Background: an optimization exercise with open tools, aiming at small area, a short achievable clock period and few clock cycles per item. Do not read the settings as production practice. Where RTL was checked, it was by simulation tests only, not by an equivalence proof against the original. Power and IR drop assume default switching activity.

Design round_robin_sleep_scheduler_unit, start of the top module:
module round_robin_sleep_scheduler_unit (
  input  logic                clk_i,
  input  logic                rst_ni,
  input  logic                start,
  input  logic [17:0]         item_i,
  output logic                busy,
  input  logic                cfg_we_i,
  input  logic [7:0]          cfg_wdata_i,
  output logic                done_o,
  output logic [8:0]          result_o
);
For scale: about 2100 cells after synthesis, about 370 flip-flops, roughly 41 I/O pins, ~20000 um2 of cells after synthesis.
make LEC_CHECK=0 ABC_AREA=1 CAP_MARGIN=20 CORE_MARGIN=2 CORE_UTILIZATION=50 SETUP_SLACK_MARGIN=5 SLEW_MARGIN=20 finish   # period 8.0 ns
run.sh (not shown) runs the stock make flow with config.mk's settings and CLKGATE_MAP_FILE= SYNTH_SCRIPT=/design/flow/synth_recipe.tcl, a recipe that flattens the netlist after the stock synthesis.
The first run went through all stages and came out clean.
Edit:
- ABC_AREA: 1 -> default
- ABC_CLOCK_PERIOD_IN_PS: default -> 3000
What happened: Non-clock buffer count is higher by 109. Global-route usage barely changes. Power hardly moves. Routed wire length is lower by 0.39%. Utilization is higher by 4.4 points. Area after synthesis is lower by about 2.3%. Cell count is lower by about 13%. Die area is lower by about 2.2%. First-iteration DRC count is higher by about 11%. Clock-buffer cell count is higher by 2. Sequential cell count does not change.
No functional check of the RTL was part of any run of this note.

* * *

== the reference run ==
Another version of the RTL of round_robin_sleep_scheduler_unit (not shown whole).
Size: ~380 flip-flops, roughly 41 I/O pins, about 18,000 um^2 of cells after synthesis.
==> flow/design.v (excerpt) <==
module round_robin_sleep_scheduler_unit (
  input  logic                clk_i,
  input  logic                rst_ni,
  input  logic                start,
  input  logic [17:0]         item_i,
  output logic                busy,
  input  logic                cfg_we_i,
  input  logic [7:0]          cfg_wdata_i,
  output logic                done_o,
  output logic [8:0]          result_o
);
export LEC_CHECK = 0
export ABC_CLOCK_PERIOD_IN_PS = 3000
export CAP_MARGIN = 20
export CORE_MARGIN = 2
export CORE_UTILIZATION = 40
export SETUP_SLACK_MARGIN = 4.5
export SLEW_MARGIN = 20
create_clock -name core_clock -period 8.0 [get_ports {clk_i}]
The inputs of the trial run differ from those of the reference run as listed below.
# the reference run
export LEC_CHECK = 0
export ABC_CLOCK_PERIOD_IN_PS = 3000
export CAP_MARGIN = 20
export CORE_MARGIN = 2
export CORE_UTILIZATION = 40
export SETUP_SLACK_MARGIN = 4.5
export SLEW_MARGIN = 20
create_clock -name core_clock -period 8.0 [get_ports {clk_i}]
# the trial run
export LEC_CHECK = 0
export ABC_CLOCK_PERIOD_IN_PS = 3000
export CAP_MARGIN = 20
export CORE_MARGIN = 2
export CORE_UTILIZATION = 50
export CTS_BUF_LIST = sky130_fd_sc_hd__clkbuf_8
export CTS_CLUSTER_SIZE = 30
export SETUP_SLACK_MARGIN = 5
export SLEW_MARGIN = 20
create_clock -name core_clock -period 8.0 [get_ports {clk_i}]
## What came out
The trial run ends up with a proportion of power drawn by combinational gates that is 4.3 points higher than in the reference run.
For maximum frequency from static timing analysis, dividing the value from the reference run by the value from the trial run gives 0.886.
On overall power, the trial run does worse than the reference run.
From the reference run to the trial run the numbers moved as follows: clock buffer instance count of the final layout went up; number of global-route vias before repair shows an increase of 3.3%.
Compared with the reference run, the trial run shows number of non-clock buffers higher by about 40%.
Looking at share of layout cells above drive strength 1, the trial run sits above the reference run.
| global-route usage | lower: the reference run |
Data required time at the worst endpoint up 150 ps in the trial run wrt the reference run
No run of this note included a check of the RTL's function; only the layout flow was run.

* * *

Another version of the RTL of round_robin_sleep_scheduler_unit (not shown whole).
Size in the first run: ~2,100 cells after synthesis, roughly 350 flip-flops, about 41 I/O pins.
Design round_robin_sleep_scheduler_unit, start of the top module:
module round_robin_sleep_scheduler_unit (
  input  logic                clk_i,
  input  logic                rst_ni,
  input  logic                start,
  input  logic [17:0]         item_i,
  output logic                busy,
  input  logic                cfg_we_i,
  input  logic [7:0]          cfg_wdata_i,
  output logic                done_o,
  output logic [8:0]          result_o
);
Settings: LEC_CHECK=0, ABC_AREA=1, ABC_CLOCK_PERIOD_IN_PS=8000, CAP_MARGIN=20, CORE_MARGIN=2, CORE_UTILIZATION=50, SETUP_SLACK_MARGIN=5, SLEW_MARGIN=20; clock period 8.0 ns.
The baseline passed the timing, DRC and antenna checks.
Testbench counts at the start, summed over its fixed seeds: cycles 8,000, items 8,000.
==> next run, changes <==
ABC_AREA = default   (was 1)
ABC_CLOCK_PERIOD_IN_PS = default   (was 8000)
CTS_CLUSTER_DIAMETER = 100   (was default)
CTS_CLUSTER_SIZE = 30   (was default)
Effect:
- The new run produced a clean layout
- utilization shrinks by 1.5 points
- power falls by about 18%
- final cell count shrinks by about 27%
- fmax fell by about 0.6%
- wire length drops by about 13%
- register-to-register slack gets worse by 0.07 ns
- clock power shrinks by 44%
- non-clock buffer count increases by 13
- sequential power decreases by about 2%
- die area drops by about 7%
- setup slack got worse by 0.019 ns
==> next run, changes <==
TNS_END_PERCENT = 50   (was default)
Effect: Worst setup slack loses 0.13 ns. Via count stays flat. Register-to-register slack loses 0.08 ns. Synthesized area does not change. Utilization goes up by 0.12 points. Count of clock-buffer cells in the layout goes up by 2. Critical path depth goes down by 8. Final area barely changes. Sequential cell count is unchanged. First-iteration DRC count goes up by 0.93%. Cell count goes up by 0.31%.

## what the ideal ports hide
How much do the figures lean on ideal ports? The routed layouts below were timed once more, with nothing changed but the port constraints.
Step 1 assumes that a clkbuf_16 drives the clock port and a buf_2 every other input.
Step 2 also shifts input and output timing later by t, the mid clock arrival at the registers, as if the neighbouring blocks saw the same clock.
Slacks: no drivers / after step 1 / after step 2; pairs: no drivers / after step 1.
| run | t, ns | setup WS [ns] | worst hold slack (ns) | worst register clock-pin slew, ns |
|---|---|---|---|---|
| the first run of note 1 | 0.613 | 5.096 / 5.041 / 4.534 | 0.446 / 0.446 / 0.446 | 0.06 / 0.06 |
| the second run of note 1 | 0.626 | 4.824 / 4.824 / 4.226 | 0.418 / 0.418 / 0.418 | 0.07 / 0.07 |
| the reference run | 0.616 | 4.546 / 4.582 / 3.966 | 0.437 / 0.437 / 0.437 | 0.06 / 0.06 |
| the trial run | 0.659 | 4.939 / 4.939 / 4.303 | 0.464 / 0.464 / 0.464 | 0.06 / 0.06 |
| the first run of note 3 | 0.609 | 5.085 / 5.032 / 4.508 | 0.471 / 0.471 / 0.471 | 0.06 / 0.06 |
| the second run of note 3 | 0.577 | 5.066 / 5.079 / 4.510 | 0.522 / 0.522 / 0.522 | 0.12 / 0.12 |
| the third run of note 3 | 0.566 | 4.938 / 4.885 / 4.430 | 0.531 / 0.531 / 0.531 | 0.12 / 0.12 |
After both steps every run listed still meets setup and hold. For the trial run, which loses most, drivers alone change the setup slack by 0.000 ns; drivers and shift together by -0.636 ns.
